From an optimization exercise on the open Yosys and OpenROAD flow, aimed at small area and a short achievable clock period; shortcuts taken in it are not production practice.
Only simulation tests tie the RTL to the original design; equivalence was not proved.

==> run a: inputs <==
==> flow/design.v <==
`default_nettype none
package cpu_pkg;
    localparam int XLEN       = 32;
    localparam int REG_ADDR_W = 5;
    localparam int NUM_REGS   = 32;
    localparam int SHAMT_W    = 5;
    typedef logic [XLEN-1:0]       word_t;
    typedef logic [REG_ADDR_W-1:0] reg_addr_t;
    localparam logic [6:0] OPC_OP     = 7'b0110011;
    localparam logic [6:0] OPC_OP_IMM = 7'b0010011;
endpackage
`default_nettype wire
`timescale 1ns/1ps
`default_nettype none
module alu (
    input  logic [7:0]     i_sel,
    input  logic           i_sub,
    input  logic           i_sra,
    input  cpu_pkg::word_t i_a,         
    input  cpu_pkg::word_t i_bx,
    input  logic [3:0]     i_sh_lo,     
    input  logic [3:0]     i_sh_mid,    
    input  logic           i_sh_hi,     
    output cpu_pkg::word_t o_result
);
    cpu_pkg::word_t p;
    cpu_pkg::word_t g;
    logic [32*6-1:0] gp;    
    logic [32*6-1:0] pp;    
    logic [32:0]    carry;
    logic           lt_signed;
    logic           lt_unsigned;
    cpu_pkg::word_t rest;
    cpu_pkg::word_t res_c0;
    cpu_pkg::word_t res_c1;
    cpu_pkg::word_t sh1;
    cpu_pkg::word_t sh2;
    cpu_pkg::word_t sh_out;
    cpu_pkg::word_t sh_rev;
    logic           fill;
    assign p  = i_a ^ i_bx;
    assign g  = i_a & i_bx;
    always_comb begin
        gp[31:0] = {g[31:1], g[0] | (p[0] & i_sub)};
        pp[31:0] = p;
        for (int l = 0; l < 5; l++) begin
            for (int i = 0; i < 32; i++) begin
                if (((i >> l) & 1) == 1) begin
                    gp[(l+1)*32 + i] = gp[l*32 + i] |
                                       (pp[l*32 + i] & gp[l*32 + ((i >> l) << l) - 1]);
                    pp[(l+1)*32 + i] = pp[l*32 + i] & pp[l*32 + ((i >> l) << l) - 1];
                end else begin
                    gp[(l+1)*32 + i] = gp[l*32 + i];
                    pp[(l+1)*32 + i] = pp[l*32 + i];
                end
            end
        end
    end
    assign carry = {gp[6*32-1:5*32], i_sub};
    assign lt_unsigned = ~carry[32];
    assign lt_signed   = (i_a[31] == i_bx[31]) ? i_a[31] : (p[31] ^ carry[31]);
    assign fill   = i_sra & i_a[31] & i_sel[5];
    always_comb begin
        for (int i = 0; i < 32; i++) begin
            sh1[i] = 1'b0;
            for (int k = 0; k < 4; k++) begin
                sh1[i] = sh1[i] | (i_sh_lo[k] & ((i + k < 32) ? i_a[(i + k) % 32] : fill));
            end
        end
        for (int i = 0; i < 32; i++) begin
            sh2[i] = 1'b0;
            for (int k = 0; k < 4; k++) begin
                sh2[i] = sh2[i] | (i_sh_mid[k] & ((i + 4*k < 32) ? sh1[(i + 4*k) % 32] : fill));
            end
        end
        for (int i = 0; i < 32; i++) begin
            sh_out[i] = i_sh_hi ? ((i + 16 < 32) ? sh2[(i + 16) % 32] : fill) : sh2[i];
        end
    end
    always_comb begin
        for (int i = 0; i < 32; i++) begin
            sh_rev[i] = sh_out[31-i];
        end
    end
    assign rest = ({32{i_sel[1]}} & sh_rev)
                | {31'd0, (i_sel[2] & lt_signed) | (i_sel[3] & lt_unsigned)}
                | ({32{i_sel[4]}} & p)
                | ({32{i_sel[5]}} & sh_out)
                | ({32{i_sel[6]}} & (p | g))
                | ({32{i_sel[7]}} & g);
    assign res_c0 = rest | ({32{i_sel[0]}} & p);
    assign res_c1 = rest | ({32{i_sel[0]}} & ~p);
    always_comb begin
        for (int i = 0; i < 32; i++) begin
            o_result[i] = carry[i] ? res_c1[i] : res_c0[i];
        end
    end
endmodule
`default_nettype wire
`timescale 1ns/1ps
`default_nettype none
module ctrl_unit (
    input  cpu_pkg::word_t i_instr,       
    input  logic           i_instr_vld,
    output logic           o_wen,         
    output logic           o_imm_sel,     
    input  logic [31:12]   i_id_instr,    
    input  logic           i_id_imm_sel,
    output logic           o_sub,         
    output cpu_pkg::word_t o_imm
);
    logic [6:0] opcode;
    logic       is_op;
    logic       is_op_imm;
    logic [2:0] funct3;
    assign opcode    = i_instr[6:0];
    assign is_op     = (opcode == cpu_pkg::OPC_OP);
    assign is_op_imm = (opcode == cpu_pkg::OPC_OP_IMM);
    assign o_wen     = i_instr_vld && (is_op || is_op_imm) && (i_instr[11:7] != 5'd0);
    assign o_imm_sel = is_op_imm;
    assign funct3 = i_id_instr[14:12];
    assign o_sub  = (funct3 == 3'b000 && !i_id_imm_sel && i_id_instr[30]) ||
                    (funct3 == 3'b010) || (funct3 == 3'b011);
    assign o_imm = (funct3 == 3'b001 || funct3 == 3'b101) ?
                   {27'd0, i_id_instr[24:20]} :
                   {{20{i_id_instr[31]}}, i_id_instr[31:20]};
endmodule
`default_nettype wire
`timescale 1ns/1ps
`default_nettype none
module reg_file (
    input  logic           i_clk,
    input  logic           i_rst,
    input  logic           i_wr_en,
    input  logic [4:0]     i_wr_addr,
    input  cpu_pkg::word_t i_wr_data,
    output logic [31:1]    o_valid,      
    input  logic [31:1]    i_sel1,
    input  logic [31:1]    i_sel2,
    input  logic           i_byp1,       
    input  logic           i_byp2,       
    input  cpu_pkg::word_t i_byp_data,
    output cpu_pkg::word_t o_rs1_data,
    output cpu_pkg::word_t o_rs2_data
);
    cpu_pkg::word_t regs [1:31];
    logic [31:1]    valid;
    for (genvar i = 1; i < 32; i++) begin : g_reg
        logic we;
        assign we = i_wr_en && (i_wr_addr == i);
        always_ff @(posedge i_clk or posedge i_rst) begin
            if (i_rst) begin
                valid[i] <= 1'b0;
            end else if (we) begin
                valid[i] <= 1'b1;
            end
        end
        always_ff @(posedge i_clk) begin
            if (we) begin
                regs[i] <= i_wr_data;
            end
        end
        assign o_valid[i] = valid[i] | we;
    end
    cpu_pkg::word_t rd1;
    cpu_pkg::word_t rd2;
    always_comb begin
        rd1 = '0;
        rd2 = '0;
        for (int i = 1; i < 32; i++) begin
            rd1 = rd1 | ({32{i_sel1[i]}} & regs[i]);
            rd2 = rd2 | ({32{i_sel2[i]}} & regs[i]);
        end
    end
    assign o_rs1_data = i_byp1 ? i_byp_data : rd1;
    assign o_rs2_data = i_byp2 ? i_byp_data : rd2;
endmodule
`default_nettype wire
`timescale 1ns/1ps
`default_nettype none
module decode_stage (
    input  logic           i_clk,
    input  logic           i_rst,
    input  logic           i_instr_vld,
    input  cpu_pkg::word_t i_instr,
    input  logic           i_wb_vld,
    input  logic [4:0]     i_wb_rd,
    input  cpu_pkg::word_t i_wb_data,
    input  cpu_pkg::word_t i_alu_result,
    output logic           o_ex_vld,
    output logic [4:0]     o_ex_rd,
    output cpu_pkg::word_t o_ex_a,      
    output cpu_pkg::word_t o_ex_b,      
    output logic [3:0]     o_ex_sh_lo,  
    output logic [3:0]     o_ex_sh_mid, 
    output logic           o_ex_sh_hi,  
    output logic [2:0]     o_ex_f3,
    output logic           o_ex_sub,
    output logic           o_ex_sra
);
    logic           s0_wen;
    logic           s0_imm_sel;
    logic [31:7]    s0_instr;
    logic           pre_wen;
    logic           pre_imm_sel;
    logic [4:0]     pre_rs1;
    logic [4:0]     pre_rs2;
    logic           pre_fwd_a;
    logic           pre_fwd_b;
    logic           pre_byp1;
    logic           pre_byp2;
    logic [31:1]    pre_sel1;
    logic [31:1]    pre_sel2;
    logic [31:1]    valid_next;
    logic           if_wen;
    logic           if_imm_sel;
    logic [31:7]    if_instr;
    logic           if_fwd_a;
    logic           if_fwd_b;
    logic           if_byp1;
    logic           if_byp2;
    logic [31:1]    if_sel1;
    logic [31:1]    if_sel2;
    logic           id_sub;
    cpu_pkg::word_t id_imm;
    cpu_pkg::word_t id_rs1_data;
    cpu_pkg::word_t id_rs2_data;
    cpu_pkg::word_t id_a;
    cpu_pkg::word_t id_a_rev;
    cpu_pkg::word_t id_b;
    logic           id_shift;
    ctrl_unit u_ctrl (
        .i_instr      (i_instr),
        .i_instr_vld  (i_instr_vld),
        .o_wen        (pre_wen),
        .o_imm_sel    (pre_imm_sel),
        .i_id_instr   (if_instr[31:12]),
        .i_id_imm_sel (if_imm_sel),
        .o_sub        (id_sub),
        .o_imm        (id_imm)
    );
    always_ff @(posedge i_clk or posedge i_rst) begin
        if (i_rst) begin
            s0_wen   <= 1'b0;
            if_wen   <= 1'b0;
            o_ex_vld <= 1'b0;
        end else begin
            s0_wen   <= pre_wen;
            if_wen   <= s0_wen;
            o_ex_vld <= if_wen;
        end
    end
    always_ff @(posedge i_clk) begin
        s0_imm_sel <= pre_imm_sel;
        s0_instr   <= i_instr[31:7];
    end
    assign pre_rs1   = s0_instr[19:15];
    assign pre_rs2   = s0_instr[24:20];
    assign pre_fwd_a = if_wen && (if_instr[11:7] == pre_rs1);
    assign pre_fwd_b = if_wen && (if_instr[11:7] == pre_rs2) && !s0_imm_sel;
    assign pre_byp1  = o_ex_vld && (o_ex_rd == pre_rs1);
    assign pre_byp2  = o_ex_vld && (o_ex_rd == pre_rs2) && !s0_imm_sel;
    always_comb begin
        for (int i = 1; i < 32; i++) begin
            pre_sel1[i] = (pre_rs1 == i[4:0]) && valid_next[i];
            pre_sel2[i] = (pre_rs2 == i[4:0]) && valid_next[i] && !s0_imm_sel;
        end
    end
    always_ff @(posedge i_clk) begin
        if_imm_sel <= s0_imm_sel;
        if_instr   <= s0_instr;
        if_fwd_a   <= pre_fwd_a;
        if_fwd_b   <= pre_fwd_b;
        if_byp1    <= pre_byp1;
        if_byp2    <= pre_byp2;
        if_sel1    <= pre_sel1;
        if_sel2    <= pre_sel2;
    end
    reg_file u_regs (
        .i_clk       (i_clk),
        .i_rst       (i_rst),
        .i_wr_en     (i_wb_vld),
        .i_wr_addr   (i_wb_rd),
        .i_wr_data   (i_wb_data),
        .o_valid     (valid_next),
        .i_sel1      (if_sel1),
        .i_sel2      (if_sel2),
        .i_byp1      (if_byp1),
        .i_byp2      (if_byp2),
        .i_byp_data  (i_wb_data),
        .o_rs1_data  (id_rs1_data),
        .o_rs2_data  (id_rs2_data)
    );
    assign id_a     = if_fwd_a ? i_alu_result : id_rs1_data;
    assign id_b     = if_fwd_b ? i_alu_result : (id_rs2_data | ({32{if_imm_sel}} & id_imm));
    assign id_shift = (if_instr[13:12] == 2'b01);
    always_comb begin
        for (int i = 0; i < 32; i++) begin
            id_a_rev[i] = id_a[31-i];
        end
    end
    always_ff @(posedge i_clk) begin
        o_ex_rd     <= if_instr[11:7];
        o_ex_a      <= (if_instr[14:12] == 3'b001) ? id_a_rev : id_a;
        o_ex_b      <= id_b ^ {32{id_sub}};
        o_ex_sh_lo  <= id_shift ? (4'd1 << id_b[1:0]) : 4'd0;
        o_ex_sh_mid <= id_shift ? (4'd1 << id_b[3:2]) : 4'd0;
        o_ex_sh_hi  <= id_shift & id_b[4];
        o_ex_f3     <= if_instr[14:12];
        o_ex_sub    <= id_sub;
        o_ex_sra    <= if_instr[30];
    end
endmodule
`default_nettype wire
`timescale 1ns/1ps
`default_nettype none
module execute_stage (
    input  logic           i_clk,
    input  logic           i_rst,
    input  logic           i_ex_vld,
    input  logic [4:0]     i_ex_rd,
    input  cpu_pkg::word_t i_ex_a,
    input  cpu_pkg::word_t i_ex_b,
    input  logic [3:0]     i_ex_sh_lo,
    input  logic [3:0]     i_ex_sh_mid,
    input  logic           i_ex_sh_hi,
    input  logic [2:0]     i_ex_f3,
    input  logic           i_ex_sub,
    input  logic           i_ex_sra,
    output cpu_pkg::word_t o_alu_result,
    output logic           o_wb_vld,
    output logic [4:0]     o_wb_rd,
    output cpu_pkg::word_t o_wb_data
);
    cpu_pkg::word_t alu_result;
    alu u_alu (
        .i_sel    (8'd1 << i_ex_f3),
        .i_sub    (i_ex_sub),
        .i_sra    (i_ex_sra),
        .i_a      (i_ex_a),
        .i_bx     (i_ex_b),
        .i_sh_lo  (i_ex_sh_lo),
        .i_sh_mid (i_ex_sh_mid),
        .i_sh_hi  (i_ex_sh_hi),
        .o_result (alu_result)
    );
    assign o_alu_result = alu_result;
    always_ff @(posedge i_clk or posedge i_rst) begin
        if (i_rst) begin
            o_wb_vld <= 1'b0;
        end else begin
            o_wb_vld <= i_ex_vld;
        end
    end
    always_ff @(posedge i_clk) begin
        o_wb_rd   <= i_ex_rd;
        o_wb_data <= alu_result;
    end
endmodule
`default_nettype wire
`timescale 1ns/1ps
`default_nettype none
module alu_pipeline_top (
    input  logic               i_clk,
    input  logic               i_rst,
    input  logic               i_instr_vld,
    input  cpu_pkg::word_t     i_instr,
    output logic               o_wb_vld,
    output cpu_pkg::reg_addr_t o_wb_rd,
    output cpu_pkg::word_t     o_wb_data
);
    logic           ex_vld;
    logic [4:0]     ex_rd;
    cpu_pkg::word_t ex_a;
    cpu_pkg::word_t ex_b;
    logic [3:0]     ex_sh_lo;
    logic [3:0]     ex_sh_mid;
    logic           ex_sh_hi;
    logic [2:0]     ex_f3;
    logic           ex_sub;
    logic           ex_sra;
    cpu_pkg::word_t alu_result;
    decode_stage u_decode (
        .i_clk        (i_clk),
        .i_rst        (i_rst),
        .i_instr_vld  (i_instr_vld),
        .i_instr      (i_instr),
        .i_wb_vld     (o_wb_vld),
        .i_wb_rd      (o_wb_rd),
        .i_wb_data    (o_wb_data),
        .i_alu_result (alu_result),
        .o_ex_vld     (ex_vld),
        .o_ex_rd      (ex_rd),
        .o_ex_a       (ex_a),
        .o_ex_b       (ex_b),
        .o_ex_sh_lo   (ex_sh_lo),
        .o_ex_sh_mid  (ex_sh_mid),
        .o_ex_sh_hi   (ex_sh_hi),
        .o_ex_f3      (ex_f3),
        .o_ex_sub     (ex_sub),
        .o_ex_sra     (ex_sra)
    );
    execute_stage u_execute (
        .i_clk        (i_clk),
        .i_rst        (i_rst),
        .i_ex_vld     (ex_vld),
        .i_ex_rd      (ex_rd),
        .i_ex_a       (ex_a),
        .i_ex_b       (ex_b),
        .i_ex_sh_lo   (ex_sh_lo),
        .i_ex_sh_mid  (ex_sh_mid),
        .i_ex_sh_hi   (ex_sh_hi),
        .i_ex_f3      (ex_f3),
        .i_ex_sub     (ex_sub),
        .i_ex_sra     (ex_sra),
        .o_alu_result (alu_result),
        .o_wb_vld     (o_wb_vld),
        .o_wb_rd      (o_wb_rd),
        .o_wb_data    (o_wb_data)
    );
endmodule
`default_nettype wire
==> flow/run.sh <==
#!/bin/bash
# synth_recipe.tcl (not shown) runs the flow's synth.tcl, then flattens the netlist and writes it again
# the make line also repeats each setting of config.mk as NAME=value (left out here)
make -C /OpenROAD-flow-scripts/flow DESIGN_CONFIG=/design/flow/config.mk WORK_HOME=/design/flow/orfs CLKGATE_MAP_FILE= SYNTH_SCRIPT=/design/flow/synth_recipe.tcl finish
==> flow/config.mk <==
export PLATFORM = sky130hd
export DESIGN_NAME = alu_pipeline_top
export DESIGN_NICKNAME = alu_pipeline_top
export VERILOG_FILES = /design/flow/design.v
export SDC_FILE = /design/flow/constraint.sdc
export NUM_CORES = 4
export LEC_CHECK = 0
export CAP_MARGIN = 20
export CORE_MARGIN = 2
export CORE_UTILIZATION = 55
export CTS_BUF_LIST = sky130_fd_sc_hd__clkbuf_16
export CTS_CLUSTER_DIAMETER = 80
export CTS_CLUSTER_SIZE = 24
export SETUP_SLACK_MARGIN = 3.3
export SLEW_MARGIN = 20
==> flow/constraint.sdc <==
create_clock -name core_clock -period 6.0 [get_ports {i_clk}]
set_input_delay 1.2000 -clock core_clock [delete_from_list [all_inputs] [get_ports {i_clk}]]
set_output_delay 1.2000 -clock core_clock [all_outputs]
set_load 0.01 [all_outputs]
==> inputs of run b, as changes to run a <==
--- a/flow/design.v
+++ b/flow/design.v
@@ -163,16 +163,12 @@
         assign o_valid[i] = valid[i] | we;
     end
-    cpu_pkg::word_t rd1;
-    cpu_pkg::word_t rd2;
     always_comb begin
-        rd1 = '0;
-        rd2 = '0;
+        o_rs1_data = {32{i_byp1}} & i_byp_data;
+        o_rs2_data = {32{i_byp2}} & i_byp_data;
         for (int i = 1; i < 32; i++) begin
-            rd1 = rd1 | ({32{i_sel1[i]}} & regs[i]);
-            rd2 = rd2 | ({32{i_sel2[i]}} & regs[i]);
+            o_rs1_data = o_rs1_data | ({32{i_sel1[i]}} & regs[i]);
+            o_rs2_data = o_rs2_data | ({32{i_sel2[i]}} & regs[i]);
         end
     end
-    assign o_rs1_data = i_byp1 ? i_byp_data : rd1;
-    assign o_rs2_data = i_byp2 ? i_byp_data : rd2;
 endmodule
 `default_nettype wire
@@ -195,5 +191,5 @@
     output logic [3:0]     o_ex_sh_mid, 
     output logic           o_ex_sh_hi,  
-    output logic [2:0]     o_ex_f3,
+    output logic [7:0]     o_ex_sel,    
     output logic           o_ex_sub,
     output logic           o_ex_sra
@@ -259,10 +255,11 @@
     assign pre_fwd_a = if_wen && (if_instr[11:7] == pre_rs1);
     assign pre_fwd_b = if_wen && (if_instr[11:7] == pre_rs2) && !s0_imm_sel;
-    assign pre_byp1  = o_ex_vld && (o_ex_rd == pre_rs1);
-    assign pre_byp2  = o_ex_vld && (o_ex_rd == pre_rs2) && !s0_imm_sel;
+    assign pre_byp1  = o_ex_vld && (o_ex_rd == pre_rs1) && !pre_fwd_a;
+    assign pre_byp2  = o_ex_vld && (o_ex_rd == pre_rs2) && !pre_fwd_b && !s0_imm_sel;
     always_comb begin
         for (int i = 1; i < 32; i++) begin
-            pre_sel1[i] = (pre_rs1 == i[4:0]) && valid_next[i];
-            pre_sel2[i] = (pre_rs2 == i[4:0]) && valid_next[i] && !s0_imm_sel;
+            pre_sel1[i] = (pre_rs1 == i[4:0]) && valid_next[i] && !pre_fwd_a && !pre_byp1;
+            pre_sel2[i] = (pre_rs2 == i[4:0]) && valid_next[i] && !pre_fwd_b && !pre_byp2 &&
+                          !s0_imm_sel;
         end
     end
@@ -292,6 +289,6 @@
         .o_rs2_data  (id_rs2_data)
     );
-    assign id_a     = if_fwd_a ? i_alu_result : id_rs1_data;
-    assign id_b     = if_fwd_b ? i_alu_result : (id_rs2_data | ({32{if_imm_sel}} & id_imm));
+    assign id_a     = id_rs1_data | ({32{if_fwd_a}} & i_alu_result);
+    assign id_b     = id_rs2_data | ({32{if_fwd_b}} & i_alu_result) | ({32{if_imm_sel}} & id_imm);
     assign id_shift = (if_instr[13:12] == 2'b01);
     always_comb begin
@@ -307,5 +304,5 @@
         o_ex_sh_mid <= id_shift ? (4'd1 << id_b[3:2]) : 4'd0;
         o_ex_sh_hi  <= id_shift & id_b[4];
-        o_ex_f3     <= if_instr[14:12];
+        o_ex_sel    <= 8'd1 << if_instr[14:12];
         o_ex_sub    <= id_sub;
         o_ex_sra    <= if_instr[30];
@@ -325,5 +322,5 @@
     input  logic [3:0]     i_ex_sh_mid,
     input  logic           i_ex_sh_hi,
-    input  logic [2:0]     i_ex_f3,
+    input  logic [7:0]     i_ex_sel,
     input  logic           i_ex_sub,
     input  logic           i_ex_sra,
@@ -335,5 +332,5 @@
     cpu_pkg::word_t alu_result;
     alu u_alu (
-        .i_sel    (8'd1 << i_ex_f3),
+        .i_sel    (i_ex_sel),
         .i_sub    (i_ex_sub),
         .i_sra    (i_ex_sra),
@@ -377,5 +374,5 @@
     logic [3:0]     ex_sh_mid;
     logic           ex_sh_hi;
-    logic [2:0]     ex_f3;
+    logic [7:0]     ex_sel;
     logic           ex_sub;
     logic           ex_sra;
@@ -397,5 +394,5 @@
         .o_ex_sh_mid  (ex_sh_mid),
         .o_ex_sh_hi   (ex_sh_hi),
-        .o_ex_f3      (ex_f3),
+        .o_ex_sel     (ex_sel),
         .o_ex_sub     (ex_sub),
         .o_ex_sra     (ex_sra)
@@ -411,5 +408,5 @@
         .i_ex_sh_mid  (ex_sh_mid),
         .i_ex_sh_hi   (ex_sh_hi),
-        .i_ex_f3      (ex_f3),
+        .i_ex_sel     (ex_sel),
         .i_ex_sub     (ex_sub),
         .i_ex_sra     (ex_sra),
Settings changed: CAP_MARGIN 20 to 70, SETUP_SLACK_MARGIN 3.3 to 2.8, SLEW_MARGIN 20 to 70.
==> reports/results.ini <==
[global_route]
grt_usage_pct = 50.8

[sta]
fin_crit_ps = 3210

[drt]
routed_via_density = 8.46
wl_met2_mm = 103
wirelength_mm = 264

[yosys]
yosys_register_bits = 1265

[critical_path]
cp_cell_sequence = clkdlybuf4s50_1

[finish]
area_growth_pct = 17.8
final.fill_count = 7027

[clock_tree]
cts_resized = 80

[pwr]
p_int_mw = 11.9
pg_clk_mw = 5.29

[status]
status = no timing/DRC/antenna violations

the above is filed under run b

==> reports/results.ini <==
[pwr]
pg_clk_mw = 5.16
p_int_mw = 12.1

[global_route]
grt_usage_pct = 53.9

[finish]
final.fill_count = 7125

[status]
status = no timing/DRC/antenna violations

[drt]
wirelength_mm = 279
wl_met2_mm = 107

[sta]
fin_crit_ps = 3250

[yosys]
yosys_register_bits = 1260

[clock_tree]
cts_resized = 497

the above is filed under run a

==> re-timing with driven ports <==
How much do the figures lean on ideal ports? The routed layouts below were timed once more, with nothing changed but the port constraints.
Step 1 assumes that a clkbuf_16 drives the clock port and a buf_2 every other input.
Step 2, shift: input delay + t, output delay - t, t = (earliest + latest rising clock arrival at the registers) / 2. This alone moves slack from input paths to output paths.
a / b / c = ideal / step 1 / step 2; a / b = the first two.
run | t, ns | slack for setup (ns) | worst slew at a driven data input, ns
run a | 0.763 | 2.749 / 2.749 / 2.749 | 0.05
run b | 0.763 | 2.791 / 2.714 / 2.823 | 0.05
After both steps every run listed still meets setup and hold.
